This design comes from an exercise in tuning for small area, a short achievable clock period and few clock cycles on the open sky130 flow, not from production work. Only simulation tests tie the RTL to the original design; equivalence was not proved.

===== design/flow/config.mk =====
export PLATFORM = sky130hd
export DESIGN_NAME = yuyv_to_rgb_red_mask_core
export DESIGN_NICKNAME = yuyv_to_rgb_red_mask_core
export VERILOG_FILES = /design/flow/design.v
export SDC_FILE = /design/flow/constraint.sdc
export NUM_CORES = 4
export LEC_CHECK = 0
export CAP_MARGIN = 20
export CORE_MARGIN = 2
export CORE_UTILIZATION = 40
export PLACE_DENSITY = 0.6
export SETUP_SLACK_MARGIN = 2.2
export SLEW_MARGIN = 20

===== design/flow/constraint.sdc =====
create_clock -name core_clock -period 6.5 [get_ports {clk}]
set_input_delay 1.3000 -clock core_clock [delete_from_list [all_inputs] [get_ports {clk}]]
set_output_delay 1.3000 -clock core_clock [all_outputs]
set_load 0.01 [all_outputs]

===== design/flow/design.v =====
package yrm_pkg;
	localparam int AW = 19;
	typedef struct packed {
		logic [7:0] red;
		logic [7:0] green;
		logic [7:0] blue;
	} rgb_t;
	function automatic logic [2:0] dig3(input logic [1:0] d);
		dig3 = {d == 2'd2, d == 2'd1, d == 2'd0 || d == 2'd3};
	endfunction
	function automatic logic [2:0] add3(input logic [2:0] a, input logic [2:0] b);
		add3[0] = (a[0] & b[0]) | (a[1] & b[2]) | (a[2] & b[1]);
		add3[1] = (a[0] & b[1]) | (a[1] & b[0]) | (a[2] & b[2]);
		add3[2] = (a[0] & b[2]) | (a[2] & b[0]) | (a[1] & b[1]);
	endfunction
	function automatic logic [2:0] mod3(input logic [9:0] v);
		mod3 = add3(add3(add3(dig3(v[1:0]), dig3(v[3:2])), add3(dig3(v[5:4]), dig3(v[7:6]))),
			dig3(v[9:8]));
	endfunction
	function automatic logic [2*AW-1:0] csa(input logic [AW-1:0] a, input logic [AW-1:0] b,
		input logic [AW-1:0] c);
		logic [AW-1:0] s, cy;
		s  = a ^ b ^ c;
		cy = (a & b) | (a & c) | (b & c);
		csa = {cy[AW-2:0], 1'b0, s};
	endfunction
	function automatic logic [AW-1:0] bk(input logic [AW-1:0] a, input logic [AW-1:0] b,
		input logic cin);
		logic [AW-1:0] p0, g, p;
		p0 = a ^ b;
		g  = a & b;
		p  = p0;
		g[0] = g[0] | (p[0] & cin);
		for (int l = 0; l < 5; l++) begin
			for (int i = (2 << l) - 1; i < AW; i += (2 << l)) begin
				g[i] = g[i] | (p[i] & g[i - (1 << l)]);
				p[i] = p[i] & p[i - (1 << l)];
			end
		end
		for (int l = 3; l >= 0; l--) begin
			for (int i = (3 << l) - 1; i < AW; i += (2 << l)) begin
				g[i] = g[i] | (p[i] & g[i - (1 << l)]);
				p[i] = p[i] & p[i - (1 << l)];
			end
		end
		bk = p0 ^ {g[AW-2:0], cin};
	endfunction
	function automatic logic [AW-1:0] ks(input logic [AW-1:0] a, input logic [AW-1:0] b,
		input logic cin);
		ks = a + b + AW'(cin);
	endfunction
	function automatic logic [AW-1:0] rca(input logic [AW-1:0] a, input logic [AW-1:0] b,
		input logic cin);
		logic c;
		c = cin;
		for (int i = 0; i < AW; i++) begin
			rca[i] = a[i] ^ b[i] ^ c;
			c = (a[i] & b[i]) | (c & (a[i] ^ b[i]));
		end
	endfunction
	function automatic logic [AW-1:0] t_py_hi(input logic [3:0] n);
		case (n)
			4'd0: t_py_hi = 19'd0;
			4'd1: t_py_hi = 19'd4768;
			4'd2: t_py_hi = 19'd9536;
			4'd3: t_py_hi = 19'd14304;
			4'd4: t_py_hi = 19'd19072;
			4'd5: t_py_hi = 19'd23840;
			4'd6: t_py_hi = 19'd28608;
			4'd7: t_py_hi = 19'd33376;
			4'd8: t_py_hi = 19'd38144;
			4'd9: t_py_hi = 19'd42912;
			4'd10: t_py_hi = 19'd47680;
			4'd11: t_py_hi = 19'd52448;
			4'd12: t_py_hi = 19'd57216;
			4'd13: t_py_hi = 19'd61984;
			4'd14: t_py_hi = 19'd66752;
			4'd15: t_py_hi = 19'd71520;
			default: t_py_hi = '0;
		endcase
	endfunction
	function automatic logic [AW-1:0] t_py_lo(input logic [3:0] n);
		case (n)
			4'd0: t_py_lo = 19'd453600;
			4'd1: t_py_lo = 19'd453898;
			4'd2: t_py_lo = 19'd454196;
			4'd3: t_py_lo = 19'd454494;
			4'd4: t_py_lo = 19'd454792;
			4'd5: t_py_lo = 19'd455090;
			4'd6: t_py_lo = 19'd455388;
			4'd7: t_py_lo = 19'd455686;
			4'd8: t_py_lo = 19'd455984;
			4'd9: t_py_lo = 19'd456282;
			4'd10: t_py_lo = 19'd456580;
			4'd11: t_py_lo = 19'd456878;
			4'd12: t_py_lo = 19'd457176;
			4'd13: t_py_lo = 19'd457474;
			4'd14: t_py_lo = 19'd457772;
			4'd15: t_py_lo = 19'd458070;
			default: t_py_lo = '0;
		endcase
	endfunction
	function automatic logic [AW-1:0] t_kr_hi(input logic [3:0] n);
		case (n)
			4'd0: t_kr_hi = 19'd0;
			4'd1: t_kr_hi = 19'd6544;
			4'd2: t_kr_hi = 19'd13088;
			4'd3: t_kr_hi = 19'd19632;
			4'd4: t_kr_hi = 19'd26176;
			4'd5: t_kr_hi = 19'd32720;
			4'd6: t_kr_hi = 19'd39264;
			4'd7: t_kr_hi = 19'd45808;
			4'd8: t_kr_hi = 19'd52352;
			4'd9: t_kr_hi = 19'd58896;
			4'd10: t_kr_hi = 19'd65440;
			4'd11: t_kr_hi = 19'd71984;
			4'd12: t_kr_hi = 19'd78528;
			4'd13: t_kr_hi = 19'd85072;
			4'd14: t_kr_hi = 19'd91616;
			4'd15: t_kr_hi = 19'd98160;
			default: t_kr_hi = '0;
		endcase
	endfunction
	function automatic logic [AW-1:0] t_kr_lo(input logic [3:0] n);
		case (n)
			4'd0: t_kr_lo = 19'd13696;
			4'd1: t_kr_lo = 19'd14105;
			4'd2: t_kr_lo = 19'd14514;
			4'd3: t_kr_lo = 19'd14923;
			4'd4: t_kr_lo = 19'd15332;
			4'd5: t_kr_lo = 19'd15741;
			4'd6: t_kr_lo = 19'd16150;
			4'd7: t_kr_lo = 19'd16559;
			4'd8: t_kr_lo = 19'd16968;
			4'd9: t_kr_lo = 19'd17377;
			4'd10: t_kr_lo = 19'd17786;
			4'd11: t_kr_lo = 19'd18195;
			4'd12: t_kr_lo = 19'd18604;
			4'd13: t_kr_lo = 19'd19013;
			4'd14: t_kr_lo = 19'd19422;
			4'd15: t_kr_lo = 19'd19831;
			default: t_kr_lo = '0;
		endcase
	endfunction
	function automatic logic [AW-1:0] t_gu_hi(input logic [3:0] n);
		case (n)
			4'd0: t_gu_hi = 19'd0;
			4'd1: t_gu_hi = 19'd1600;
			4'd2: t_gu_hi = 19'd3200;
			4'd3: t_gu_hi = 19'd4800;
			4'd4: t_gu_hi = 19'd6400;
			4'd5: t_gu_hi = 19'd8000;
			4'd6: t_gu_hi = 19'd9600;
			4'd7: t_gu_hi = 19'd11200;
			4'd8: t_gu_hi = 19'd12800;
			4'd9: t_gu_hi = 19'd14400;
			4'd10: t_gu_hi = 19'd16000;
			4'd11: t_gu_hi = 19'd17600;
			4'd12: t_gu_hi = 19'd19200;
			4'd13: t_gu_hi = 19'd20800;
			4'd14: t_gu_hi = 19'd22400;
			4'd15: t_gu_hi = 19'd24000;
			default: t_gu_hi = '0;
		endcase
	endfunction
	function automatic logic [AW-1:0] t_gu_lo(input logic [3:0] n);
		case (n)
			4'd0: t_gu_lo = 19'd0;
			4'd1: t_gu_lo = 19'd100;
			4'd2: t_gu_lo = 19'd200;
			4'd3: t_gu_lo = 19'd300;
			4'd4: t_gu_lo = 19'd400;
			4'd5: t_gu_lo = 19'd500;
			4'd6: t_gu_lo = 19'd600;
			4'd7: t_gu_lo = 19'd700;
			4'd8: t_gu_lo = 19'd800;
			4'd9: t_gu_lo = 19'd900;
			4'd10: t_gu_lo = 19'd1000;
			4'd11: t_gu_lo = 19'd1100;
			4'd12: t_gu_lo = 19'd1200;
			4'd13: t_gu_lo = 19'd1300;
			4'd14: t_gu_lo = 19'd1400;
			4'd15: t_gu_lo = 19'd1500;
			default: t_gu_lo = '0;
		endcase
	endfunction
	function automatic logic [AW-1:0] t_gv_hi(input logic [3:0] n);
		case (n)
			4'd0: t_gv_hi = 19'd0;
			4'd1: t_gv_hi = 19'd3328;
			4'd2: t_gv_hi = 19'd6656;
			4'd3: t_gv_hi = 19'd9984;
			4'd4: t_gv_hi = 19'd13312;
			4'd5: t_gv_hi = 19'd16640;
			4'd6: t_gv_hi = 19'd19968;
			4'd7: t_gv_hi = 19'd23296;
			4'd8: t_gv_hi = 19'd26624;
			4'd9: t_gv_hi = 19'd29952;
			4'd10: t_gv_hi = 19'd33280;
			4'd11: t_gv_hi = 19'd36608;
			4'd12: t_gv_hi = 19'd39936;
			4'd13: t_gv_hi = 19'd43264;
			4'd14: t_gv_hi = 19'd46592;
			4'd15: t_gv_hi = 19'd49920;
			default: t_gv_hi = '0;
		endcase
	endfunction
	function automatic logic [AW-1:0] t_gv_lo(input logic [3:0] n);
		case (n)
			4'd0: t_gv_lo = 19'd26932;
			4'd1: t_gv_lo = 19'd27140;
			4'd2: t_gv_lo = 19'd27348;
			4'd3: t_gv_lo = 19'd27556;
			4'd4: t_gv_lo = 19'd27764;
			4'd5: t_gv_lo = 19'd27972;
			4'd6: t_gv_lo = 19'd28180;
			4'd7: t_gv_lo = 19'd28388;
			4'd8: t_gv_lo = 19'd28596;
			4'd9: t_gv_lo = 19'd28804;
			4'd10: t_gv_lo = 19'd29012;
			4'd11: t_gv_lo = 19'd29220;
			4'd12: t_gv_lo = 19'd29428;
			4'd13: t_gv_lo = 19'd29636;
			4'd14: t_gv_lo = 19'd29844;
			4'd15: t_gv_lo = 19'd30052;
			default: t_gv_lo = '0;
		endcase
	endfunction
endpackage
module yrm_chroma (
	input  logic [7:0]                 u,
	input  logic [7:0]                 v,
	output logic [yrm_pkg::AW-1:0]     kr,
	output logic [yrm_pkg::AW-1:0]     kg_s,
	output logic [yrm_pkg::AW-1:0]     kg_c,
	output logic [yrm_pkg::AW-1:0]     kb
);
	localparam int AW = yrm_pkg::AW;
	logic [AW-1:0]   u0;
	logic [7:0]      un, vn;
	logic [2*AW-1:0] g1, g2;
	assign u0 = AW'(u);
	assign un = ~u;
	assign vn = ~v;
	assign kr = yrm_pkg::ks(yrm_pkg::t_kr_hi(v[7:4]), yrm_pkg::t_kr_lo(v[3:0]), 1'b0);
	assign g1   = yrm_pkg::csa(yrm_pkg::t_gu_hi(un[7:4]), yrm_pkg::t_gu_lo(un[3:0]),
		yrm_pkg::t_gv_hi(vn[7:4]));
	assign g2   = yrm_pkg::csa(g1[AW-1:0], g1[2*AW-1:AW], yrm_pkg::t_gv_lo(vn[3:0]));
	assign kg_s = g2[AW-1:0];
	assign kg_c = g2[2*AW-1:AW];
	assign kb = yrm_pkg::rca(u0 << 2, u0 << 9, 1'b0);
endmodule
module yrm_gb_order (
	input  logic [yrm_pkg::AW-1:0] kg_s,
	input  logic [yrm_pkg::AW-1:0] kg_c,
	input  logic [yrm_pkg::AW-1:0] kb,
	output logic                   gb_sel
);
	localparam int AW = yrm_pkg::AW;
	logic [2*AW-1:0] d1;
	logic [AW-1:0]   diff;
	assign d1     = yrm_pkg::csa(kg_s, kg_c, ~kb);
	assign diff   = yrm_pkg::ks(d1[AW-1:0], d1[2*AW-1:AW], 1'b1);
	assign gb_sel = !diff[AW-1];
endmodule
module yrm_luma (
	input  logic [7:0]             luma,
	output logic [yrm_pkg::AW-1:0] py
);
	assign py = yrm_pkg::ks(yrm_pkg::t_py_hi(luma[7:4]), yrm_pkg::t_py_lo(luma[3:0]), 1'b0);
endmodule
module yrm_convert (
	input  logic [yrm_pkg::AW-1:0] py,
	input  logic [yrm_pkg::AW-1:0] kr,
	input  logic [yrm_pkg::AW-1:0] kg_s,
	input  logic [yrm_pkg::AW-1:0] kg_c,
	input  logic [yrm_pkg::AW-1:0] kb,
	output yrm_pkg::rgb_t          rgb
);
	localparam int AW = yrm_pkg::AW;
	logic [2*AW-1:0] g1;
	function automatic logic [7:0] clamp8(input logic [AW-1:0] acc);
		if (acc[AW-1]) begin
			clamp8 = 8'd0;
		end else if (acc[AW-2:16] != '0) begin
			clamp8 = 8'hff;
		end else begin
			clamp8 = acc[15:8];
		end
	endfunction
	assign g1 = yrm_pkg::csa(py, kg_s, kg_c);
	assign rgb.red   = clamp8(yrm_pkg::bk(py, kr, 1'b0));
	assign rgb.green = clamp8(yrm_pkg::ks(g1[AW-1:0], g1[2*AW-1:AW], 1'b0));
	assign rgb.blue  = clamp8(yrm_pkg::bk(py, kb, 1'b0));
endmodule
module yrm_red_mask (
	input  logic [7:0]    r,
	input  logic [7:0]    hi,
	input  logic [7:0]    lo,
	input  logic          gb_sel,
	output yrm_pkg::rgb_t rgb_out,
	output logic          red
);
	localparam int AW = yrm_pkg::AW;
	logic [7:0]      g, b, hin;
	logic [AW-1:0]   t, lsum;
	logic [2*AW-1:0] l1, l2;
	logic            simple;
	assign g   = gb_sel ? hi : lo;
	assign b   = gb_sel ? lo : hi;
	assign hin = ~hi;
	assign t    = yrm_pkg::bk(AW'(r), AW'(hin), 1'b0);
	assign l1   = yrm_pkg::csa(t, t << 2, AW'({lo, 1'b0}));
	assign l2   = yrm_pkg::csa(l1[AW-1:0], l1[2*AW-1:AW], AW'(6279));
	assign lsum = yrm_pkg::bk(l2[AW-1:0], l2[2*AW-1:AW], 1'b0);
	assign simple = r >= 8'd115 && hi[7:6] == 2'b00;
	assign red    = simple || lsum[13];
	assign rgb_out.red   = r;
	assign rgb_out.green = g;
	assign rgb_out.blue  = b;
endmodule
module yuyv_to_rgb_red_mask_core (
	input  logic       clk,
	input  logic       arst_n,
	input  logic       pix_in_valid,
	output logic       pix_in_ready,
	input  logic [7:0] pix_in_luma0,
	input  logic [7:0] pix_in_chroma_u,
	input  logic [7:0] pix_in_luma1,
	input  logic [7:0] pix_in_chroma_v,
	input  logic [9:0] pix_in_column,
	input  logic [8:0] pix_in_row,
	output logic       pix_out_valid,
	input  logic       pix_out_ready,
	output logic [7:0] pix_out_red0,
	output logic [7:0] pix_out_green0,
	output logic [7:0] pix_out_blue0,
	output logic [7:0] pix_out_red1,
	output logic [7:0] pix_out_green1,
	output logic [7:0] pix_out_blue1
);
	localparam int AW = yrm_pkg::AW;
	logic          v_b, v_c, v_d, ld_b, ld_c, ld_d;
	logic [2:0]    rcol, rrow;
	logic [AW-1:0] kr, kg_s, kg_c, kb, py0, py1;
	logic [AW-1:0] kr_b, kg_s_b, kg_c_b, kb_b, py0_b, py1_b;
	logic          gb_sel, sel0_c, sel1_c;
	logic          m0_b, m1_b, m0_c, m1_c;
	yrm_pkg::rgb_t rgb0, rgb1, out0, out1, out0_d, out1_d;
	logic          red0, red1, red0_d, red1_d, m0_d, m1_d;
	logic [7:0]    r0_c, hi0_c, lo0_c, r1_c, hi1_c, lo1_c;
	assign ld_d = !v_d || pix_out_ready;
	assign ld_c = !v_c || ld_d;
	assign ld_b = !v_b || ld_c;
	assign pix_in_ready  = !v_b || !v_c || !v_d || pix_out_ready;
	assign pix_out_valid = v_d;
	always_ff @(posedge clk or negedge arst_n) begin
		if (!arst_n) begin
			v_b <= 1'b0;
			v_c <= 1'b0;
			v_d <= 1'b0;
		end else begin
			if (ld_b) v_b <= pix_in_valid;
			if (ld_c) v_c <= v_b;
			if (ld_d) v_d <= v_c;
		end
	end
	assign rcol = yrm_pkg::mod3(pix_in_column);
	assign rrow = yrm_pkg::mod3({1'b0, pix_in_row});
	yrm_chroma u_chroma (.u(pix_in_chroma_u), .v(pix_in_chroma_v), .kr(kr), .kg_s(kg_s),
		.kg_c(kg_c), .kb(kb));
	yrm_luma   u_luma0  (.luma(pix_in_luma0), .py(py0));
	yrm_luma   u_luma1  (.luma(pix_in_luma1), .py(py1));
	always_ff @(posedge clk) begin
		if (ld_b) begin
			kr_b   <= kr;
			kg_s_b <= kg_s;
			kg_c_b <= kg_c;
			kb_b   <= kb;
			py0_b  <= py0;
			py1_b  <= py1;
			m0_b   <= !rrow[0] && !rcol[0];
			m1_b   <= !rrow[0] && !rcol[2];
		end
		if (ld_c) begin
			r0_c   <= rgb0.red;
			hi0_c  <= gb_sel ? rgb0.green : rgb0.blue;
			lo0_c  <= gb_sel ? rgb0.blue : rgb0.green;
			r1_c   <= rgb1.red;
			hi1_c  <= gb_sel ? rgb1.green : rgb1.blue;
			lo1_c  <= gb_sel ? rgb1.blue : rgb1.green;
			sel0_c <= gb_sel;
			sel1_c <= gb_sel;
			m0_c   <= m0_b;
			m1_c   <= m1_b;
		end
		if (ld_d) begin
			out0_d <= out0;
			out1_d <= out1;
			red0_d <= red0;
			red1_d <= red1;
			m0_d   <= m0_c;
			m1_d   <= m1_c;
		end
	end
	yrm_gb_order u_order (.kg_s(kg_s_b), .kg_c(kg_c_b), .kb(kb_b), .gb_sel(gb_sel));
	yrm_convert  u_conv0 (.py(py0_b), .kr(kr_b), .kg_s(kg_s_b), .kg_c(kg_c_b), .kb(kb_b),
		.rgb(rgb0));
	yrm_convert  u_conv1 (.py(py1_b), .kr(kr_b), .kg_s(kg_s_b), .kg_c(kg_c_b), .kb(kb_b),
		.rgb(rgb1));
	yrm_red_mask u_mask0 (.r(r0_c), .hi(hi0_c), .lo(lo0_c), .gb_sel(sel0_c), .rgb_out(out0),
		.red(red0));
	yrm_red_mask u_mask1 (.r(r1_c), .hi(hi1_c), .lo(lo1_c), .gb_sel(sel1_c), .rgb_out(out1),
		.red(red1));
	assign pix_out_red0   = m0_d ? 8'd0 : out0_d.red;
	assign pix_out_green0 = m0_d ? {8{red0_d}} : out0_d.green;
	assign pix_out_blue0  = m0_d ? 8'd0 : out0_d.blue;
	assign pix_out_red1   = m1_d ? 8'd0 : out1_d.red;
	assign pix_out_green1 = m1_d ? {8{red1_d}} : out1_d.green;
	assign pix_out_blue1  = m1_d ? 8'd0 : out1_d.blue;
endmodule

===== design/flow/run.sh =====
#!/bin/bash
# synth_recipe.tcl (not shown) runs the flow's synth.tcl, then flattens the netlist and writes it again
# the make line also repeats each setting of config.mk as NAME=value (left out here)
make -C /OpenROAD-flow-scripts/flow DESIGN_CONFIG=/design/flow/config.mk WORK_HOME=/design/flow/orfs CLKGATE_MAP_FILE= SYNTH_SCRIPT=/design/flow/synth_recipe.tcl finish

==> results by group, run 1 <==
Routing
  • Uppermost routed layer: met4
  • Met2 wire len: 20700 um
  • DR vias/cell: 5.22
  • Post-Route WL: 42400 um
  • Violation count after the first detailed-route iteration: 676
  • Vias: 12783
  • Remaining DRCs: 0
  • Avg WL per Cell: 17.3 um
  • DRT Pass-1 Iters: 7
  • ANT nets after route: 0
  • Met3 Wirelength: 1510 um
  • Post-Route M1 WL: 18700 um

Job
  • # Max-Cap Violations: 0

STA
  • Final setup viols: 0
  • Final Slew Violations: 0
  • Skew final: 0.0252 ns
  • Hold Vio Cnt, Final: 0
  • Post-Route Setup TNS: 0 ns
  • Minimum clock period: 4.12 ns
  • Period utilization: 0.634
  • Max Freq: 243 MHz
  • RSZ-0062 raised after global routing: yes
  • Slew @ Worst Pin: 0.914 ns
  • Max-slew headroom: 0.386
  • Worst hold slack: 0.418 ns

Worst setup path
  • Worst EP required: 6.76 ns
  • Worst R2R Start: r0_c[0]
  • Critical Path Source Type: register
  • Most Frequent Cell on Critical Path: a21o_1
  • Critical R2R Capture: red0_d
  • Arrival time worst endpoint: 4.38 ns
  • Worst setup path endpoint: red0_d
  • CP max stage cell: fa_2
  • CP Max Fanout: 2
  • R2r setup slk: 2.38 ns
  • CP Cell Sequence: ha_2 -> fa_2 -> a21o_1 -> a21o_1 -> a21o_1 -> a21o_1 -> fa_2 -> fa_1 -> ha_1 -> ha_1 -> a21oi_1 -> nor2b_1 -> o21ai_1 -> o211ai_1
  • Worst R2R Path Depth: 14
  • Critical Path Sink Type: register
  • Crit path from: r0_c[0]
  • CP max stage delay: 0.57 ns
  • Crit path kind: register to register

Place
  • DP Area: 0.0196 mm^2
  • Routability cong.: 0.895
  • HPWL after DPL: 34800 um
  • Post-Place Cells: 2395
  • Port Buf Inserts: 104

Outcome
  • Status: timing/DRC/antenna clean

Synthesis
  • Synth Flop Type: edfxtp_1
  • Post-synthesis sequential area ratio: 0.341
  • Most frequent cells after synthesis: 267 x ha_1, 228 x inv_1, 201 x edfxtp_1, 116 x o21ai_0, 98 x nand2_1
  • Top-count cell post-synth: ha_1
  • Top cells by area, synth: edfxtp_1 34%, ha_1 19%, fa_1 9.6%, inv_1 4.8%, o21ai_0 3.2%
  • Flops & latches, synth: 204
  • Ys async rst share: 0.0147
  • Unique cell type count in the Yosys netlist: 65
  • Gate Count Post-Synth: 1738
  • EDFF count, synth: 201
  • Net Count, Synth: 2146
  • Cell Area, Synth: 0.0179 mm^2
  • Post-Syn Area per Cell: 10.3 um^2
  • Post-synth top area cell: edfxtp_1
  • Ys Warns: 6
  • Yosys top cell area share: 0.336

GRT
  • Largest net degree at the start of global routing: 54
  • First-pass GRT wire length: 67400 um
  • Vias in the first global route: 12808
  • GRT Resource Usage Total: 0.183
  • GRT overflow: 0
  • Initial antenna violation count: 1

Clock tree
  • TritonCTS clock tree: done
  • Clock Sinks: 204
  • Root Driver: clkbuf_16
  • Cts bufs inserted: 26
  • Skew-Pair Late Insertion Delay: 0.55 ns
  • Max Buffers Root-to-Sink: 3
  • CTS clk-pin slew, worst paths: 0.06 ns
  • Post-CTS Hold Fix Bufs: 0
  • H-tree levels: 1

Floorplanning
  • # IOs: 105
  • FP Rows: 77
  • Die width: 216 um
  • Die Ht: 216 um
  • Core region area: 0.0442 mm^2
  • Full die area: 0.0466 mm^2
  • Initial Utilization: 0.406

Final layout
  • Share of layout cells above drive strength 1: 0.0583
  • Area grow syn2layout: 14.2%
  • Layout Cells excl Fill: 2447
  • Post-route cell area: 0.0205 mm^2
  • Fin nets: 2242

Hold path
  • Hold Crit Class: register to register
## flip-flops by register name, indices dropped and copies added, names as in the netlist, 13 cells and up
signal,flops
kg_c_b,13
kr_b,17
py1_b,18
py0_b,18
out1_d,24
out0_d,24
kg_s_b,14
kb_b,16
## through the flow
stage	utilization	setup slack, ns
floorplan	-	2.30
global placement	0.443	1.37
detailed placement	0.443	1.35
CTS	0.463	2.19
global route	0.463	2.13
finish	0.463	2.38
## cell usage in the layout (no fill, tap or decap), types with 15 or more instances in the layout
cell type / synthesis / routed
edfxtp_1: 201 / 201
o21ai_0: 116 / 115
ha_1: 267 / 266
inv_1: 228 / 226
a21o_1: 45 / 45
nand2_1: 98 / 96
clkdlybuf4s50_1: 0 / 94
clkbuf_16: 0 / 27
xnor2_1: 62 / 61
mux2i_1: 17 / 17
nor3_1: 21 / 21
nand3_1: 22 / 21
xor2_1: 34 / 34
nor2b_1: 48 / 48
o21bai_1: 15 / 15
a21oi_1: 96 / 93
nand2b_1: 20 / 20
nor2_1: 94 / 94
fa_1: 86 / 82
o32ai_1: 16 / 16
o21a_1: 21 / 21
## critical path: cells and delay by family, from the launching register on
kind,cells,cell delay [ns]
AO/OA/AOI/OAI,7,1.15
adder cells (fa/ha/maj),6,2.18
flip-flops,1,0.46
AND/OR/NAND/NOR,1,0.06
## cell families after synthesis
family                   Yosys count  synth area share
XOR/XNOR                          96            0.0469
other                              1          0.000209
flip-flops                       204             0.341
multiplexers                      33            0.0208
AND/OR/NAND/NOR                  354            0.0946
adder cells (fa/ha/maj)          355             0.283
buffers and inverters            270            0.0568
AO/OA/AOI/OAI                    425             0.157
## worst min path at each step
stage | from | cells after the start | slack [ns] | endpoint
after CTS | m0_c | 0 | 0.42 | m0_d
after detailed placement | m0_c | 0 | 0.40 | m0_d
after global placement | m0_b | 0 | 0.40 | m0_c
final | m0_c | 0 | 0.42 | m0_d
after floorplan | m0_b | 0 | 0.40 | m0_c
after global routing | m0_c | 0 | 0.43 | m0_d
## cell type report
class	instances	area, um^2
Antenna cell	1	2.50
Timing Repair Buffer	109	1060
Sequential cell	204	6110
Multi-Input combinational cell	1264	10900
Timing Repair inverter	1	7.51
Inverter	228	861
Fill cell	4132	23700
Clock buffer	29	683
Tap cell	592	741
Clock inverter	19	156
## repair_timing
item | in CTS | in global routing
pin swaps | 0 | 1
hold endpoints to repair | 0 | 0
gates resized for setup | 9 | 28
setup buffers | 2 | 0
gates cloned | 1 | 0
setup endpoints to repair | 24 | 26
## per-layer routing
| metal | global-route usage | vias to the layer above |
|---|---|---|
| met4 | 0.0618 | 0 |
| met5 | 0 | - |
| met3 | 0.0241 | 70 |
| met2 | 0.323 | 230 |
| met1 | 0.231 | 6087 |
| li1 | - | 6396 |
Testbench counts, summed over its fixed seeds: cycles 16,024.
==> run 2, diff against run 1 <==
--- a/design/flow/config.mk
+++ b/design/flow/config.mk
@@ -11,3 +11,3 @@
 export PLACE_DENSITY = 0.6
-export SETUP_SLACK_MARGIN = 2.2
+export SETUP_SLACK_MARGIN = 2.8
 export SLEW_MARGIN = 20
==> run 2 against run 1 <==
Flip-flop and latch count unchanged. Highest routed layer unchanged. Final area increased by 3.4%. First-iteration DRC count increased by 4.4%. Cell count increased by 1.3%. Fmax increased by 6.4%. Still clean. Core utilization increased by 1.6 points. Wire length increased by 3.5%.
==> results by group, run 2 <==
GRT
  • Initial antenna violation count: 1
  • Largest net degree at the start of global routing: 54
  • First-pass GRT wire length: 70000 um
  • GRT Resource Usage Total: 0.189
  • GRT overflow: 0
  • Vias in the first global route: 13331

Routing
  • DRT Pass-1 Iters: 5
  • Avg WL per Cell: 17.7 um
  • Post-Route WL: 43900 um
  • Remaining DRCs: 0
  • Vias: 13127
  • ANT nets after route: 0
  • DR vias/cell: 5.30
  • Violation count after the first detailed-route iteration: 706

Worst setup path
  • Critical Path Source Type: register
  • Crit path kind: register to register
  • Bufs and invs on worst path: 0
  • R2r setup slk: 2.63 ns
  • Critical R2R Capture: red0_d
  • Most Frequent Cell on Critical Path: a21o_1
  • Worst R2R Start: r0_c[0]
  • Worst EP required: 6.79 ns
  • CP max stage cell: fa_2
  • Critical Path Sink Type: register
  • CP Max Fanout: 2
  • CP max stage delay: 0.56 ns
  • Crit-path leading delay family: adder cells
  • Worst R2R Path Depth: 14
  • CP Cell Sequence: ha_2 -> fa_2 -> a21o_1 -> a21o_1 -> a21o_1 -> a21o_1 -> fa_2 -> fa_1 -> ha_4 -> ha_4 -> a21oi_2 -> nor2b_1 -> o21ai_1 -> o211ai_1
  • Arrival time worst endpoint: 4.16 ns

Place
  • HPWL after DPL: 35100 um
  • Port Buf Inserts: 104
  • Post-Place Cells: 2395
  • Dpl ws: 1.51 ns
  • Routability cong.: 0.884

Final layout
  • Share of layout cells above drive strength 1: 0.112
  • Area grow syn2layout: 18.2%
  • Most frequent cells in the layout: 253 x ha_1, 217 x inv_1, 201 x edfxtp_1, 107 x o21ai_0
  • Commonest non-fill, non-tap cell in the layout: ha_1
  • Final core occ: 0.479
  • # fillers: 4104
  • Biggest regs: out0_d x24, out1_d x24
  • Multi-input logic area: 0.0112 mm^2
  • Fin nets: 2274
  • Layout Cells excl Fill: 2479
  • Sequential standard cell area: 0.00611 mm^2

Clock tree
  • Max Buffers Root-to-Sink: 3
  • CTS clk-pin slew, worst paths: 0.06 ns
  • Clock Sinks: 204
  • Skew-Pair Late Insertion Delay: 0.54 ns
  • Post-CTS Hold Fix Bufs: 0
  • TritonCTS clock tree: done
  • Cts bufs inserted: 26
  • H-tree levels: 1
  • Root Driver: clkbuf_16

Floorplanning
  • Full die area: 0.0466 mm^2
  • Die width: 216 um
  • FP Rows: 77
  • Die Ht: 216 um
  • Core region area: 0.0442 mm^2
  • Initial Utilization: 0.406
  • # IOs: 105

Hold path
  • Hold Crit Class: register to register
  • Hold Startpoint: m0_b
  • Hold path cells: 0
  • Hold Path Sink: m0_c

Synthesis
  • Cell Area, Synth: 0.0179 mm^2
  • Top cells by area, synth: edfxtp_1 34%, ha_1 19%, fa_1 9.6%, inv_1 4.8%, o21ai_0 3.2%
  • Most frequent cells after synthesis: 267 x ha_1, 228 x inv_1, 201 x edfxtp_1, 116 x o21ai_0, 98 x nand2_1
  • EDFF count, synth: 201
  • Ys Warns: 6
  • Post-Syn Area per Cell: 10.3 um^2
  • Top-count cell post-synth: ha_1
  • Unique cell type count in the Yosys netlist: 65
  • Post-synthesis sequential area ratio: 0.341
  • Synth Flop Type: edfxtp_1
  • Post-synth top area cell: edfxtp_1
  • Yosys top cell area share: 0.336
  • Net Count, Synth: 2146
  • Gate Count Post-Synth: 1738
  • Ys async rst share: 0.0147
  • Flops & latches, synth: 204

STA
  • RSZ-0062 raised after global routing: yes
  • Max-slew headroom: 0.381
  • Final setup viols: 0
  • Max Freq: 258 MHz
  • Final Slew Violations: 0
  • Hold Vio Cnt, Final: 0
  • Minimum clock period: 3.87 ns
  • Period utilization: 0.596
  • Slew @ Worst Pin: 0.922 ns
  • Post-Route Setup TNS: 0 ns
  • Skew final: 0.0146 ns
  • Final Worst Setup Slack: 2.63 ns

Job
  • # Max-Cap Violations: 0

Outcome
  • Status: timing/DRC/antenna clean
## run 2: final cells by class
type                    count  share of cell area
clock buffers              30              0.0324
multi-input cells        1265               0.530
repair inverters            2            0.000590
diodes                      1            0.000118
clock inverters            18              0.0101
inverters                 228              0.0424
repair buffers            139              0.0611
well taps                 592              0.0349
flip-flops and latches    204               0.288
## run 2: stage by stage
stage | cell area [um^2] | hold WS, ns
2_1_floorplan | 18100 | 0.400
3_3_place_gp | 19700 | 0.402
3_5_place_dp | 19800 | 0.408
4_1_cts | 20900 | 0.412
5_1_grt | 21200 | 0.420
6_report | 21200 | 0.413
## run 2: cell families after synthesis
logic type,Yosys count,synth area share
compound gates,425,0.157
fa+ha+maj,355,0.283
simple gates,354,0.0946
buf+inv,270,0.0568
flops,204,0.341
xor+xnor,96,0.0469
mux,33,0.0208
other cells,1,0.000209
## run 2: worst max-delay path by stage
stage / startpoint / to / depth (start not counted)
floorplan: pix_in_luma1[0] / py1_b[15] / 16
finish: r0_c[0] / red0_d / 14
global placement: pix_in_luma1[0] / py1_b[15] / 17
CTS: r0_c[0] / red0_d / 13
detailed placement: pix_in_luma1[0] / py1_b[15] / 17
global route: r0_c[0] / red0_d / 15
## run 2: layer usage
| layer | GRT usage | vias up | wire, um |
|---|---|---|---|
| met5 | 0 | - | 0 |
| met4 | 0.0848 | 0 | 2030 |
| met3 | 0.0199 | 97 | 1590 |
| met2 | 0.325 | 247 | 21000 |
| met1 | 0.241 | 6318 | 19200 |
| li1 | - | 6465 | - |
## run 2: repair_timing
action / CTS / global route
buffers inserted: 14 / 18
pin swaps: 22 / 39
resized for setup: 78 / 76
gates cloned: 2 / 1
setup endpoints to repair: 77 / 54
==> run 3, diff against run 2 <==
--- a/design/flow/config.mk
+++ b/design/flow/config.mk
@@ -7,2 +7,3 @@
 export LEC_CHECK = 0
+export ABC_AREA = 1
 export CAP_MARGIN = 20
==> run 3 against run 2 <==
Worst hold slack improved by 0.0081 ns. Flip-flop and latch count stayed put. Area after synthesis up 7.0%. Register-to-register slack better by 0.099 ns. Synthesized cell count rose by 32%. Still clean on timing, DRC and antenna. Final area up 3.7%.
==> results by group, run 3 <==
Outcome
  • Status: timing/DRC/antenna clean

Routing
  • DRT Pass-1 Iters: 5
  • Violation count after the first detailed-route iteration: 916
  • Post-Route WL: 49200 um
  • Avg WL per Cell: 16.2 um
  • Remaining DRCs: 0
  • ANT nets after route: 0
  • DR vias/cell: 5.02
  • Vias: 15268

Final layout
  • Most frequent cells in the layout: 488 x nand2_1, 408 x inv_1, 258 x ha_1, 201 x edfxtp_1, 168 x nor2_1
  • Area grow syn2layout: 14.6%
  • N_diodes: 0
  • Share of layout cells above drive strength 1: 0.0742
  • Post-route cell area: 0.0220 mm^2
  • Commonest non-fill, non-tap cell in the layout: nand2_1
  • Fin nets: 2817
  • # fillers: 4639
  • Biggest regs: out0_d x24, out1_d x24

GRT
  • GRT Resource Usage Total: 0.197
  • M2 GR Usage: 0.346
  • Met1 Use GR: 0.253
  • Initial antenna violation count: 0
  • Vias in the first global route: 14621
  • First-pass GRT wire length: 77100 um
  • GRT overflow: 0
  • Largest net degree at the start of global routing: 65
  • GR Layer Usage met3: 0.0225
  • Layer with the highest usage: met2

Floorplanning
  • Full die area: 0.0497 mm^2
  • Core region area: 0.0475 mm^2
  • Initial Utilization: 0.404
  • FP Rows: 80
  • Die width: 223 um
  • Die Ht: 223 um
  • # IOs: 105

Synthesis
  • Yosys top cell area share: 0.315
  • Ys Warns: 6
  • Post-synthesis sequential area ratio: 0.318
  • Top-count cell post-synth: nand2_1
  • Post-synth top area cell: edfxtp_1
  • Ys async rst share: 0.0147
  • Cell Area, Synth: 0.0192 mm^2
  • Post-Syn Area per Cell: 8.38 um^2
  • Synth Flop Type: edfxtp_1
  • EDFF count, synth: 201
  • Gate Count Post-Synth: 2290
  • Most frequent cells after synthesis: 491 x nand2_1, 416 x inv_1, 267 x ha_1, 201 x edfxtp_1, 171 x nor2_1
  • Top cells by area, synth: edfxtp_1 31%, ha_1 17%, nand2_1 9.6%, fa_1 9.0%, inv_1 8.1%
  • Net Count, Synth: 2698
  • Unique cell type count in the Yosys netlist: 49
  • Flops & latches, synth: 204

STA
  • Period utilization: 0.581
  • Worst hold slack: 0.421 ns
  • Post-Route Setup TNS: 0 ns
  • Skew final: 0.0170 ns
  • RSZ-0062 raised after global routing: yes
  • Slew @ Worst Pin: 0.675 ns
  • Hold Vio Cnt, Final: 0
  • Final setup viols: 0
  • Minimum clock period: 3.77 ns
  • Max Freq: 265 MHz
  • Final Worst Setup Slack: 2.73 ns
  • Max-slew headroom: 0.549
  • Final Slew Violations: 0

Worst setup path
  • Critical Path Sink Type: register
  • Crit path kind: register to register
  • Arrival time worst endpoint: 4.05 ns
  • Critical Path Source Type: register
  • Worst EP required: 6.77 ns
  • CP Max Fanout: 2

Clock tree
  • Cts bufs inserted: 25
  • TritonCTS clock tree: done
  • Post-CTS Hold Fix Bufs: 0
  • CTS clk-pin slew, worst paths: 0.06 ns
  • H-tree levels: 1
  • Max Buffers Root-to-Sink: 3
  • Root Driver: clkbuf_16
  • Skew-Pair Late Insertion Delay: 0.53 ns
  • Clock Sinks: 204

Place
  • Routability cong.: 0.895
  • Dpl ws: 1.97 ns
  • DP Area: 0.0208 mm^2
  • HPWL after DPL: 40500 um
  • Port Buf Inserts: 104

Job
  • # Max-Cap Violations: 0

Hold path
  • Hold Crit Class: register to register
[run 3: per-stage QoR]
| step | utilization | std cells |
|---|---|---|
| floorplan | - | 2290 |
| global placement | 0.438 | 2979 |
| detailed placement | 0.438 | 2979 |
| CTS | 0.458 | 3037 |
| global route | 0.462 | 3042 |
| finish | 0.462 | 3042 |
[run 3: worst paths after layout]
path | startpoint | end | slack (ns) | cells after the start
max in group asynchronous | arst_n | v_b | 5.41 | 1
max | r1_c[0] | red1_d | 2.73 | 15
min | m0_c | m0_d | 0.42 | 0
max reg2reg | r1_c[0] | red1_d | 2.73 | 15
min in group asynchronous | arst_n | v_d | 0.96 | 1
min reg2reg | m0_c | m0_d | 0.42 | 0
[run 3: critical path, stage by stage, from the launching register on]
cell      delay, ns
edfxtp_1       0.44
ha_2           0.23
fa_2           0.37
buf_4          0.15
fa_1           0.41
xnor2_2        0.18
fa_1           0.50
inv_1          0.04
ha_1           0.29
ha_1           0.31
a21oi_1        0.16
o31ai_2        0.09
nand4_1        0.07
o211ai_1       0.10
nand4_1        0.11
nand2_1        0.05
[run 3: cell type report]
class | instances | area [um^2] | share of cell area
multi-input cells | 1629 | 11500 | 0.525
flip-flops and latches | 204 | 6110 | 0.278
inverters | 424 | 1590 | 0.0725
repair buffers | 125 | 1210 | 0.0553
well taps | 615 | 769 | 0.0350
clock buffers | 27 | 633 | 0.0288
clock inverters | 18 | 128 | 0.00581
[run 3: cell families after synthesis]
group | Yosys count | share of synthesized area
and+or+nand+nor | 895 | 0.204
buffers and inverters | 459 | 0.0935
adders and majority gates | 353 | 0.264
AOI/OAI and AO/OA | 310 | 0.0889
DFF | 204 | 0.318
xor gates and xnor gates | 68 | 0.0310
other | 1 | 0.000195
[run 3: repair_timing]
item	4_1_cts	5_1_grt
pin swaps	20	45
buffers inserted	11	4
resized for setup	31	56
cloned	2	0
endpoints found under the setup margin	24	23
[run 3: per-layer routing]
| layer | routed length (um) | share of wire |
|---|---|---|
| met5 | 0 | 0 |
| met4 | 1840 | 0.037 |
| met3 | 1910 | 0.039 |
| met2 | 23800 | 0.48 |
| met1 | 21600 | 0.44 |
==> run 4, diff against run 3 <==
--- a/design/flow/config.mk
+++ b/design/flow/config.mk
@@ -7,3 +7,2 @@
 export LEC_CHECK = 0
-export ABC_AREA = 1
 export CAP_MARGIN = 20
@@ -14 +13,2 @@
 export SLEW_MARGIN = 20
+export TNS_END_PERCENT = 5
==> run 4 against run 3 <==
Clock skew rose by 0.0091 ns. Critical path type unchanged. Flip-flop and latch count did not move. Clock-buffer cell count rose by 2. Sequential share of layout area rose by 1.6 points.
==> results by group, run 4 <==
Clock tree
  • TritonCTS clock tree: done
  • CTS clk-pin slew, worst paths: 0.06 ns
  • H-tree levels: 1
  • Post-CTS Hold Fix Bufs: 0
  • Skew-Pair Late Insertion Delay: 0.55 ns
  • Max Buffers Root-to-Sink: 3
  • Clock Sinks: 204
  • Root Driver: clkbuf_16
  • Cts bufs inserted: 26

STA
  • RSZ-0062 raised after global routing: yes
  • Period utilization: 0.606
  • Slew @ Worst Pin: 0.914 ns
  • Final Slew Violations: 0
  • Final setup viols: 0
  • Minimum clock period: 3.94 ns
  • Max Freq: 254 MHz
  • Hold Vio Cnt, Final: 0
  • Worst hold slack: 0.418 ns
  • Max-slew headroom: 0.386
  • Post-Route Setup TNS: 0 ns
  • Skew final: 0.0261 ns

Place
  • Routability cong.: 0.895
  • DP Area: 0.0196 mm^2
  • Port Buf Inserts: 104
  • HPWL after DPL: 34800 um

GRT
  • Vias in the first global route: 12946
  • First-pass GRT wire length: 68100 um
  • GRT Resource Usage Total: 0.185
  • Initial antenna violation count: 1
  • GRT overflow: 0
  • Largest net degree at the start of global routing: 54

Floorplanning
  • # IOs: 105
  • Core region area: 0.0442 mm^2
  • Die width: 216 um
  • Die Ht: 216 um
  • Initial Utilization: 0.406
  • FP Rows: 77
  • Full die area: 0.0466 mm^2

Synthesis
  • Ys Warns: 6
  • Most frequent cells after synthesis: 267 x ha_1, 228 x inv_1, 201 x edfxtp_1, 116 x o21ai_0, 98 x nand2_1
  • Post-synth top area cell: edfxtp_1
  • Largest family of logic cells by synthesized area: adder cells
  • Top cells by area, synth: edfxtp_1 34%, ha_1 19%, fa_1 9.6%, inv_1 4.8%, o21ai_0 3.2%
  • Post-synthesis sequential area ratio: 0.341
  • Simple-gate area share of the yosys netlist: 0.0946
  • Post-Syn Area per Cell: 10.3 um^2
  • Adder-cell area share of the yosys netlist: 0.283
  • Flops & latches, synth: 204
  • Unique cell type count in the Yosys netlist: 65
  • Yosys top cell area share: 0.336
  • Top-count cell post-synth: ha_1
  • XOR/XNOR Fraction of Synth Area: 0.0469
  • Post-synthesis compound-gate area fraction: 0.157
  • Cell Area, Synth: 0.0179 mm^2
  • Synth Flop Type: edfxtp_1
  • Gate Count Post-Synth: 1738
  • Ys async rst share: 0.0147
  • EDFF count, synth: 201
  • Mux cell area share after synthesis: 0.0208
  • Net Count, Synth: 2146

Worst setup path
  • CP Max Fanout: 2
  • Crit path kind: register to register
  • Critical Path Sink Type: register
  • R2r setup slk: 2.56 ns
  • Crit-path leading delay family: adder cells
  • Bufs and invs on worst path: 0
  • Worst R2R Start: r0_c[0]
  • Critical Path Source Type: register
  • Arrival time worst endpoint: 4.20 ns
  • CP Cell Sequence: ha_2 -> fa_2 -> a21o_1 -> a21o_1 -> a21o_1 -> a21o_1 -> fa_1 -> fa_1 -> ha_4 -> ha_4 -> a21oi_2 -> nor2b_1 -> o21ai_1 -> o211ai_1
  • Critical R2R Capture: red0_d
  • Most Frequent Cell on Critical Path: a21o_1
  • CP max stage delay: 0.52 ns
  • CP max stage cell: fa_1
  • Worst R2R Path Depth: 14
  • Worst EP required: 6.76 ns

Routing
  • Post-Route WL: 43100 um
  • DR vias/cell: 5.26
  • Violation count after the first detailed-route iteration: 699
  • Avg WL per Cell: 17.5 um
  • Vias: 12968
  • ANT nets after route: 0
  • DRT Pass-1 Iters: 7
  • Remaining DRCs: 0

Final layout
  • Area grow syn2layout: 16.0%
  • Biggest regs: out0_d x24, out1_d x24
  • Most frequent cells in the layout: 255 x ha_1, 219 x inv_1, 201 x edfxtp_1, 111 x o21ai_0, 96 x nand2_1
  • Commonest non-fill, non-tap cell in the layout: ha_1
  • Fin nets: 2261
  • Share of layout cells above drive strength 1: 0.0913
  • Post-route cell area: 0.0208 mm^2

Hold path
  • Hold Crit Class: register to register
  • Hold path cells: 0
  • Hold Path Sink: m0_d
  • Hold Startpoint: m0_c

Job
  • # Max-Cap Violations: 0

Outcome
  • Status: timing/DRC/antenna clean
run 4: cell families after synthesis:
logic type | after synthesis
other cells | 1
compound gates | 425
mux | 33
buf+inv | 270
flops | 204
simple gates | 354
xor+xnor | 96
fa+ha+maj | 355
run 4: final cells by class:
cell class	count	area (um^2)
Sequential cell	204	6110
Timing Repair inverter	1	7.51
Tap cell	592	741
Inverter	228	861
Fill cell	4114	23400
Clock inverter	19	156
Multi-Input combinational cell	1265	11100
Timing Repair Buffer	127	1190
Clock buffer	29	683
Antenna cell	1	2.50
run 4: worst max-delay path by stage:
stage,cells past startpoint,startpoint,end
5_1_grt,14,r0_c[0],red0_d
6_report,14,r0_c[0],red0_d
3_5_place_dp,17,pix_in_chroma_v[0],kr_b[14]
3_3_place_gp,17,pix_in_chroma_v[0],kr_b[14]
2_1_floorplan,15,pix_in_luma0[3],py0_b[15]
4_1_cts,15,r0_c[0],red0_d
run 4: per-stage QoR:
stage / instances / utilization / setup WS, ns
floorplan: 1738 / - / 2.30
global placement: 2395 / 0.443 / 1.37
detailed placement: 2395 / 0.443 / 1.35
CTS: 2458 / 0.467 / 2.55
global route: 2465 / 0.470 / 2.41
finish: 2466 / 0.471 / 2.56
run 4: repair_timing:
action,CTS,global route
setup buffers,13,7
cloned,2,0
gates resized for setup,67,57
pin swaps,35,27
setup endpoints to repair,80,82
run 4: per-layer routing:
layer	routed length, um	vias to the layer above	global-route usage
li1	-	6438	-
met3	1610	81	0.0248
met1	18800	6187	0.232
met4	1630	0	0.0676
met2	21000	262	0.326
met5	0	-	0
==> run 5, diff against run 4 <==
--- a/design/flow/config.mk
+++ b/design/flow/config.mk
@@ -9,6 +9,5 @@
 export CORE_MARGIN = 2
-export CORE_UTILIZATION = 40
-export PLACE_DENSITY = 0.6
+export CORE_UTILIZATION = 60
+export PLACE_DENSITY = 0.72
 export SETUP_SLACK_MARGIN = 2.8
 export SLEW_MARGIN = 20
-export TNS_END_PERCENT = 5
==> run 5 against run 4 <==
Still clean. Setup slack lost 0.019 ns. Via count increased by 2.6%. Critical path depth decreased by 1. Wire length down 3.8%. Worst hold slack improved by 0.0033 ns. Clock-buffer cell count down 1. Core utilization grew 23 points. Non-clock buffer count up 20. Area after synthesis did not move. Critical endpoint is now red1_d.
==> results by group, run 5 <==
Synthesis
  • Yosys top cell area share: 0.336
  • Post-synth top area cell: edfxtp_1
  • Synth Flop Type: edfxtp_1
  • Flops & latches, synth: 204
  • Cell Area, Synth: 0.0179 mm^2
  • Ys Warns: 6
  • Post-synthesis sequential area ratio: 0.341
  • Net Count, Synth: 2146
  • Post-Syn Area per Cell: 10.3 um^2
  • Unique cell type count in the Yosys netlist: 65
  • EDFF count, synth: 201
  • Ys async rst share: 0.0147
  • Top cells by area, synth: edfxtp_1 34%, ha_1 19%, fa_1 9.6%, inv_1 4.8%, o21ai_0 3.2%
  • Top-count cell post-synth: ha_1
  • Gate Count Post-Synth: 1738
  • Most frequent cells after synthesis: 267 x ha_1, 228 x inv_1, 201 x edfxtp_1, 116 x o21ai_0, 98 x nand2_1

GRT
  • GRT overflow: 0
  • GRT Resource Usage Total: 0.267
  • First-pass GRT wire length: 65600 um
  • Initial antenna violation count: 0
  • Vias in the first global route: 12871
  • Largest net degree at the start of global routing: 53

STA
  • Slew @ Worst Pin: 0.915 ns
  • Post-Route Setup TNS: 0 ns
  • Max Freq: 253 MHz
  • Final Slew Violations: 0
  • Worst hold slack: 0.421 ns
  • Minimum clock period: 3.96 ns
  • Final setup viols: 0
  • Max-slew headroom: 0.386
  • Hold Vio Cnt, Final: 0
  • Period utilization: 0.609
  • RSZ-0062 raised after global routing: yes
  • Skew final: 0.00666 ns

Worst setup path
  • CP Max Fanout: 2
  • Worst R2R Path Depth: 13
  • Crit path kind: register to register
  • Arrival time worst endpoint: 4.20 ns
  • Worst EP required: 6.74 ns
  • Critical Path Sink Type: register
  • Critical Path Source Type: register

Floorplanning
  • Die width: 177 um
  • Full die area: 0.0313 mm^2
  • Initial Utilization: 0.607
  • FP Rows: 63
  • Die Ht: 177 um
  • Core region area: 0.0296 mm^2
  • # IOs: 105

Final layout
  • Post-route cell area: 0.0208 mm^2
  • Biggest regs: out0_d x24, out1_d x24
  • Share of layout cells above drive strength 1: 0.108
  • Area grow syn2layout: 16.0%
  • # fillers: 2220
  • Most frequent cells in the layout: 255 x ha_1, 219 x inv_1, 201 x edfxtp_1, 106 x o21ai_0
  • Final core occ: 0.704
  • Commonest non-fill, non-tap cell in the layout: ha_1
  • Fin nets: 2278
  • N_diodes: 0

Place
  • DP Area: 0.0195 mm^2
  • Routability cong.: 0.952
  • HPWL after DPL: 33000 um
  • Port Buf Inserts: 104

Clock tree
  • Clock Sinks: 204
  • Root Driver: clkbuf_16
  • TritonCTS clock tree: done
  • Post-CTS Hold Fix Bufs: 0
  • Cts bufs inserted: 23
  • CTS clk-pin slew, worst paths: 0.06 ns
  • Max Buffers Root-to-Sink: 3
  • H-tree levels: 1
  • Skew-Pair Late Insertion Delay: 0.51 ns

Routing
  • Uppermost routed layer: met4
  • Post-Route M1 WL: 17600 um
  • Avg WL per Cell: 18.2 um
  • DR vias/cell: 5.85
  • Remaining DRCs: 0
  • DRT Pass-1 Iters: 6
  • Met3 Wirelength: 1750 um
  • Post-Route WL: 41500 um
  • Violation count after the first detailed-route iteration: 763
  • ANT nets after route: 0
  • Vias: 13305
  • Met2 wire len: 20700 um

Outcome
  • Status: timing/DRC/antenna clean

Hold path
  • Hold path cells: 0
  • Hold Crit Class: register to register

Job
  • # Max-Cap Violations: 0
-- run 5: cell counts after synthesis --
Identical to the previous run, type by type.
-- run 5: worst paths after layout --
kind                       slack, ns    start  endpoint
min                             0.42     m1_b      m1_c
max reg2reg                     2.54  r1_c[0]    red1_d
min reg2reg                     0.42     m1_b      m1_c
max in group asynchronous       5.38   arst_n       v_c
min in group asynchronous       0.97   arst_n       v_d
max                             2.54  r1_c[0]    red1_d
-- run 5: per-stage QoR --
stage / setup WS [ns] / cells
after floorplan: 2.64 / 1738
after global placement: 1.68 / 2194
after detailed placement: 1.57 / 2194
after CTS: 2.56 / 2251
after global routing: 2.41 / 2276
final: 2.54 / 2276
-- run 5: per-layer routing --
layer | vias up | global-route usage
li1 | 6467 | -
met4 | 0 | 0.0844
met5 | - | 0
met2 | 316 | 0.479
met1 | 6442 | 0.338
met3 | 80 | 0.0309
-- run 5: cells by family (layout without fill, tap and decap cells) --
kind of cell	after synthesis	in the layout	synth area share
AOI/OAI and AO/OA	425	426	0.157
adders and majority gates	355	355	0.283
other	1	1	0.000209
buffers and inverters	270	417	0.0568
xor gates and xnor gates	96	96	0.0469
and+or+nand+nor	354	354	0.0946
muxes	33	33	0.0208
DFF	204	204	0.341
-- run 5: area by class of cell --
cell class,instances,area [um^2],share of cell area
multi-input combinational,1265,11200,0.537
sequential,204,6110,0.294
timing repair buffer,147,1370,0.0658
inverter,228,907,0.0436
clock buffer,28,594,0.0286
tap,390,488,0.0234
clock inverter,13,161,0.00776
timing repair inverter,1,7.51,0.000361
-- run 5: timing repair --
| action | CTS | global route |
|---|---|---|
| pin swaps | 22 | 35 |
| resized for setup | 78 | 77 |
| cloned | 2 | 0 |
| endpoints found under the setup margin | 73 | 52 |
| setup buffers | 14 | 25 |
-- run 5: worst max-delay path, cell delays in order, from the launching register on --
cell	delay [ns]
edfxtp_1	0.41
ha_2	0.20
fa_2	0.35
a21o_1	0.18
a21o_1	0.19
a21o_1	0.19
a21o_1	0.19
fa_2	0.56
buf_4	0.13
fa_1	0.41
ha_1	0.31
ha_1	0.30
a21oi_1	0.17
o211ai_1	0.11
==> run 6, diff against run 5 <==
--- a/design/flow/config.mk
+++ b/design/flow/config.mk
@@ -9,4 +9,7 @@
 export CORE_MARGIN = 2
-export CORE_UTILIZATION = 60
-export PLACE_DENSITY = 0.72
+export CORE_UTILIZATION = 40
+export CTS_BUF_LIST = sky130_fd_sc_hd__clkbuf_8
+export CTS_CLUSTER_DIAMETER = 60
+export CTS_CLUSTER_SIZE = 24
+export PLACE_DENSITY = 0.6
 export SETUP_SLACK_MARGIN = 2.8
==> run 6 against run 5 <==
Still clean on timing, DRC and antenna. Cell count grew 9.0%. Flip-flop and latch count is the same. Final area grew 0.43%. Fmax grew 1.6%. Register-to-register slack gained 0.06 ns. Clock skew grew 0.018 ns. Critical endpoint unchanged.
==> results by group, run 6 <==
Worst setup path
  • Crit path from: hi1_c[0]
  • Bufs and invs on worst path: 1
  • Arrival time worst endpoint: 4.22 ns
  • CP Cell Sequence: inv_2 -> ha_2 -> fa_2 -> a21o_1 -> a21o_1 -> a21o_1 -> a21o_1 -> fa_2 -> fa_1 -> ha_4 -> ha_4 -> a21oi_2 -> nor2b_1 -> o21ai_1 -> o211ai_1
  • CP Max Fanout: 2
  • CP max stage delay: 0.57 ns
  • CP max stage cell: fa_2
  • Critical Path Sink Type: register
  • Worst R2R Start: hi1_c[0]
  • Crit-path leading delay family: adder cells
  • Worst EP required: 6.83 ns
  • Most Frequent Cell on Critical Path: a21o_1
  • Crit path kind: register to register
  • Critical Path Source Type: register

Clock tree
  • Root Driver: clkbuf_8
  • TritonCTS clock tree: done
  • H-tree levels: 1
  • Skew-Pair Late Insertion Delay: 0.60 ns
  • Clock Sinks: 204
  • Cts bufs inserted: 26
  • CTS clk-pin slew, worst paths: 0.08 ns
  • Max Buffers Root-to-Sink: 3

Routing
  • Violation count after the first detailed-route iteration: 698
  • DR vias/cell: 5.30
  • Remaining DRCs: 0
  • Avg WL per Cell: 17.7 um
  • Post-Route WL: 43800 um
  • Vias: 13140
  • DRT Pass-1 Iters: 5
  • ANT nets after route: 0

STA
  • Max Freq: 257 MHz
  • Hold Vio Cnt, Final: 0
  • Max-slew headroom: 0.400
  • Final setup viols: 0
  • Post-Route Setup TNS: 0 ns
  • Period utilization: 0.600
  • Slew @ Worst Pin: 0.893 ns
  • Minimum clock period: 3.90 ns
  • Skew final: 0.0248 ns
  • Final Slew Violations: 0
  • Final Worst Setup Slack: 2.60 ns
  • RSZ-0062 raised after global routing: yes

Final layout
  • Fin nets: 2275
  • Most frequent cells in the layout: 253 x ha_1, 221 x inv_1, 201 x edfxtp_1, 106 x o21ai_0
  • Share of layout cells above drive strength 1: 0.113
  • Area grow syn2layout: 16.5%
  • Post-route cell area: 0.0209 mm^2
  • Commonest non-fill, non-tap cell in the layout: ha_1
  • Biggest regs: out0_d x24, out1_d x24

Job
  • # Max-Cap Violations: 0

Synthesis
  • Top-count cell post-synth: ha_1
  • Flops & latches, synth: 204
  • Synth Flop Type: edfxtp_1
  • Most frequent cells after synthesis: 267 x ha_1, 228 x inv_1, 201 x edfxtp_1, 116 x o21ai_0, 98 x nand2_1
  • Ys Warns: 6
  • Ys async rst share: 0.0147
  • Post-synthesis sequential area ratio: 0.341
  • EDFF count, synth: 201
  • Post-Syn Area per Cell: 10.3 um^2
  • Net Count, Synth: 2146
  • Yosys top cell area share: 0.336
  • Post-synth top area cell: edfxtp_1
  • Top cells by area, synth: edfxtp_1 34%, ha_1 19%, fa_1 9.6%, inv_1 4.8%, o21ai_0 3.2%
  • Unique cell type count in the Yosys netlist: 65
  • Cell Area, Synth: 0.0179 mm^2
  • Gate Count Post-Synth: 1738

Place
  • HPWL after DPL: 35100 um
  • Port Buf Inserts: 104
  • Dpl ws: 1.51 ns
  • DP Area: 0.0198 mm^2
  • Routability cong.: 0.884

GRT
  • First-pass GRT wire length: 69600 um
  • Largest net degree at the start of global routing: 54
  • GRT overflow: 0
  • GRT Resource Usage Total: 0.188
  • Vias in the first global route: 13285
  • Initial antenna violation count: 2

Floorplanning
  • # IOs: 105
  • Initial Utilization: 0.406
  • Die width: 216 um
  • FP Rows: 77
  • Full die area: 0.0466 mm^2
  • Core region area: 0.0442 mm^2
  • Die Ht: 216 um

Hold path
  • Hold Crit Class: register to register
  • Hold Startpoint: m0_c

Outcome
  • Status: timing/DRC/antenna clean
[run 6: changes by cell type in the layout (fill, tap and decap cells not counted), moves of 3 or more]
cell	delta
a22oi_1	-6
a22oi_2	+6
dlygate4sd2_1	+3
clkbuf_8	+26
clkbuf_16	-23
clkbuf_1	-5
buf_4	-8
[run 6: logic make-up (layout without fill, tap and decap cells)]
family,Yosys count,count (layout),synth area share
flops,204,204,0.341
mux,33,33,0.0208
fa+ha+maj,355,355,0.283
other cells,1,3,0.000209
buf+inv,270,417,0.0568
compound gates,425,426,0.157
simple gates,354,354,0.0946
xor+xnor,96,96,0.0469
[run 6: worst paths after layout]
| kind | endpoint | slack, ns | cells past startpoint |
|---|---|---|---|
| max in group asynchronous | v_b | 5.45 | 1 |
| max reg2reg | red1_d | 2.60 | 15 |
| min in group asynchronous | v_d | 0.90 | 1 |
| max | red1_d | 2.60 | 15 |
| min reg2reg | m0_d | 0.43 | 0 |
| min | m0_d | 0.43 | 0 |
[run 6: area by class of cell]
cell class,instances,area (um^2)
fillers,4128,23300
multi-input cells,1265,11200
flip-flops and latches,204,6110
repair buffers,139,1290
inverters,228,898
well taps,592,741
clock buffers,26,358
clock inverters,21,238
repair inverters,3,17.5
diodes,2,5.00
[run 6: routing by layer]
layer | GRT usage | vias up | share of wire
met5 | 0 | - | 0
met4 | 0.0841 | 0 | 0.048
met3 | 0.0179 | 88 | 0.031
met2 | 0.325 | 268 | 0.48
met1 | 0.240 | 6328 | 0.44
li1 | - | 6456 | -
[run 6: stage by stage]
| stage | util | hold slack (ns) | std cells |
|---|---|---|---|
| global route | 0.473 | 0.450 | 2479 |
| global placement | 0.446 | 0.402 | 2394 |
| CTS | 0.465 | 0.436 | 2456 |
| detailed placement | 0.447 | 0.408 | 2395 |
| finish | 0.473 | 0.428 | 2480 |
| floorplan | - | 0.400 | 1738 |
[run 6: repair_timing]
action | in CTS | in global routing
gates cloned | 2 | 2
setup buffers | 12 | 20
hold buffers | 0 | 0
pin swaps | 19 | 34
endpoints found under the setup margin | 73 | 56
gates resized for setup | 75 | 69

-- afterwards: timing with drivers on the ports --
How much do the figures lean on ideal ports? The routed layouts below were timed once more, with nothing changed but the port constraints.
Step 1 assumes that a clkbuf_16 drives the clock port and a buf_2 every other input.
Step 2, shift: input delay + t, output delay - t, t = (earliest + latest rising clock arrival at the registers) / 2. This alone moves slack from input paths to output paths.
a / b / c = no drivers / after step 1 / after step 2; a / b = the first two.
| run | shift t [ns] | slack for setup (ns) | worst register clock-pin slew, ns |
|---|---|---|---|
| run 1 | 0.589 | 2.379 / 2.379 / 1.831 | 0.06 / 0.06 |
| run 2 | 0.593 | 2.626 / 2.626 / 2.311 | 0.06 / 0.06 |
| run 3 | 0.580 | 2.725 / 2.725 / 2.454 | 0.06 / 0.06 |
| run 4 | 0.591 | 2.559 / 2.559 / 2.178 | 0.06 / 0.06 |
| run 5 | 0.562 | 2.540 / 2.540 / 2.343 | 0.06 / 0.06 |
| run 6 | 0.642 | 2.603 / 2.603 / 2.287 | 0.09 / 0.09 |
After both steps setup and hold are still met in every run listed. For run 1, which loses most, drivers alone change the setup slack by 0.000 ns; drivers and shift together by -0.548 ns.
